Background: an optimization exercise with open tools, aiming at small area. Do not read the settings as production practice.
In this exercise RTL edits were held to simulation tests only and were not proved equivalent to the original.
Power and IR drop assume default switching activity.

## reg_file_2r1w
module reg_file_2r1w #(
   parameter int                    DATA_WIDTH = 32,
   parameter logic [DATA_WIDTH-1:0] SP_RESET   = '0
) (
   input  logic                  Clk,
   input  logic                  Rst,
   input  logic [4:0]            ReadRegister1,
   input  logic [4:0]            ReadRegister2,
   input  logic [4:0]            WriteRegister,
   input  logic [DATA_WIDTH-1:0] WriteData,
   input  logic                  RegWrite,
   input  logic [4:0]            DebugRegister,
   output logic [DATA_WIDTH-1:0] ReadData1,
   output logic [DATA_WIDTH-1:0] ReadData2,
   output logic [DATA_WIDTH-1:0] DebugData
);
   logic [31:0][DATA_WIDTH-1:0] r_data;
   logic                        r_clear;
   logic [31:0]                 w_we;
   always_comb begin
      for (int i = 0; i < 32; i++)
         w_we[i] = RegWrite && !Rst && (WriteRegister == 5'(i)) && (i != 0);
   end
   always_ff @(posedge Clk or posedge Rst) begin
      if (Rst) r_clear <= 1'b1;
      else     r_clear <= 1'b0;
   end
   logic [31:0]                 w_keep;
   logic [31:0][DATA_WIDTH-1:0] w_next;
   assign w_keep = ~(w_we | {32{r_clear}});
   for (genvar i = 1; i < 32; i++) begin : g_row
      for (genvar j = 0; j < DATA_WIDTH; j++) begin : g_col
         rf_hold u_hold (.we(w_we[i]), .wd(WriteData[j]), .keep(w_keep[i]), .q(r_data[i][j]),
                         .d(w_next[i][j]));
      end
   end
   always_ff @(posedge Clk) begin
      for (int i = 1; i < 32; i++)
         r_data[i] <= w_next[i];
   end
   logic w_bypass1, w_bypass2;
   assign w_bypass1 = RegWrite && !Rst && (WriteRegister == ReadRegister1) && (ReadRegister1 != 5'd0);
   assign w_bypass2 = RegWrite && !Rst && (WriteRegister == ReadRegister2) && (ReadRegister2 != 5'd0);
   logic [31:0] w_sel1, w_sel2, w_seld;
   always_comb begin
      w_sel1[0] = w_bypass1;
      w_sel2[0] = w_bypass2;
  ...
clock: 8.0 ns
lec_check: 0
cap_margin: 20
core_margin: 2
core_utilization: 40
gpl_timing_driven: 0
place_density: 0.5
setup_slack_margin: 0.2
slew_margin: 20
synth_hierarchical: 1
synth_minimum_keep_size: 0
standard.sh (not shown) runs the stock make flow with config.mk's settings and CLKGATE_MAP_FILE= SYNTH_SCRIPT=/design/flow/synth_recipe.tcl, a recipe that flattens the netlist after the stock synthesis.
==> flow/flow/run.sh <==
#!/bin/bash
# Layout flow: the standard synthesis, then the combinational logic rebuilt
# by gen_netlist.py around the standard synthesis's flip-flops, then the
# standard ORFS layout steps on that netlist, with smaller port buffers and
# clock-tree buffers.
set -euo pipefail
R=orfs/results/sky130hd/reg_file_2r1w/base

# 1. standard synthesis, unchanged
bash standard.sh synth > synth.log 2>&1
cp $R/1_2_yosys.v standard_netlist.v

# 2. hand-mapped logic around the same flip-flops (same names, cells, Q nets)
python3 flow/gen_netlist.py standard_netlist.v custom_netlist.v > gen_netlist.log 2>&1
# prove it equivalent to the standard netlist; keep the standard one otherwise
sed "s#LIBERTY#$FLOW_HOME/platforms/$FLOW_PLATFORM/lib/sky130_fd_sc_hd__tt_025C_1v80.lib#" \
  flow/equiv.ys > equiv.ys
YOSYS=$(command -v yosys || echo "$FLOW_HOME/../tools/install/yosys/bin/yosys")
if "$YOSYS" -q -l equiv.log equiv.ys > /dev/null 2>&1; then
  cp custom_netlist.v $R/1_2_yosys.v
  rm -f $R/1_synth.odb
fi

# 3. standard layout steps from the new netlist
export BUFFER_PORTS_ARGS="-buffer_cell sky130_fd_sc_hd__buf_2"
export CTS_ARGS="-sink_clustering_enable -repair_clock_nets -dont_use_dummy_load -buf_list {sky130_fd_sc_hd__clkbuf_4} -sink_clustering_size 8 -sink_clustering_max_diameter 60"
bash standard.sh finish > layout.log 2>&1
Other scripts of this flow, unchanged in this note and not shown: flow/flow/equiv.ys, flow/flow/gen_netlist.py
The starting point completed without violations.
==> next run, changes <==
--- a/flow/flow/run.sh
+++ b/flow/flow/run.sh
@@ -24,4 +24,4 @@
 # 3. standard layout steps from the new netlist
 export BUFFER_PORTS_ARGS="-buffer_cell sky130_fd_sc_hd__buf_2"
-export CTS_ARGS="-sink_clustering_enable -repair_clock_nets -dont_use_dummy_load -buf_list {sky130_fd_sc_hd__clkbuf_4} -sink_clustering_size 8 -sink_clustering_max_diameter 60"
+export CTS_ARGS="-sink_clustering_enable -repair_clock_nets -dont_use_dummy_load -buf_list {sky130_fd_sc_hd__clkbuf_4} -sink_clustering_size 7 -sink_clustering_max_diameter 70"
 bash standard.sh finish > layout.log 2>&1
Clock skew grows by 0.0031 ns.
Power grows slightly.
Design area is about the same.
Worst setup slack gets better by 0.038 ns.
Flip-flop and latch count does not change.
Wire length stays flat.

==> port drivers added, routing unchanged <==
In the flow no input, the clock included, has a driving cell. The finished layouts below were timed again as built, in two steps.
Step 1 sets driving cells, clkbuf_16 on the clock port and buf_2 on the other inputs (assumed; they add their load-dependent delay and slew).
Step 2 times the ports against the registers' clock, not the clock port: input delays grow and output delays shrink by t, the midpoint of the rising clock arrivals with the driver on.
Three values: ideal ports, drivers, drivers and shift; two values: the first two.
run | t, ns | slack for setup (ns) | hold WS [ns] | worst register clock-pin slew, ns | worst data-port slew with drivers (ns)
the first run | 1.199 | 1.209 / 1.188 / 1.188 | 0.535 / 0.535 / 0.535 | 0.11 / 0.11 | 0.15
the second run | 1.182 | 1.247 / 1.225 / 1.225 | 0.532 / 0.532 / 0.532 | 0.10 / 0.10 | 0.15
After both steps every run listed still meets setup and hold. The setup slack of the second run, which loses most, moves by -0.022 ns with the drivers and by -0.022 ns with both steps.
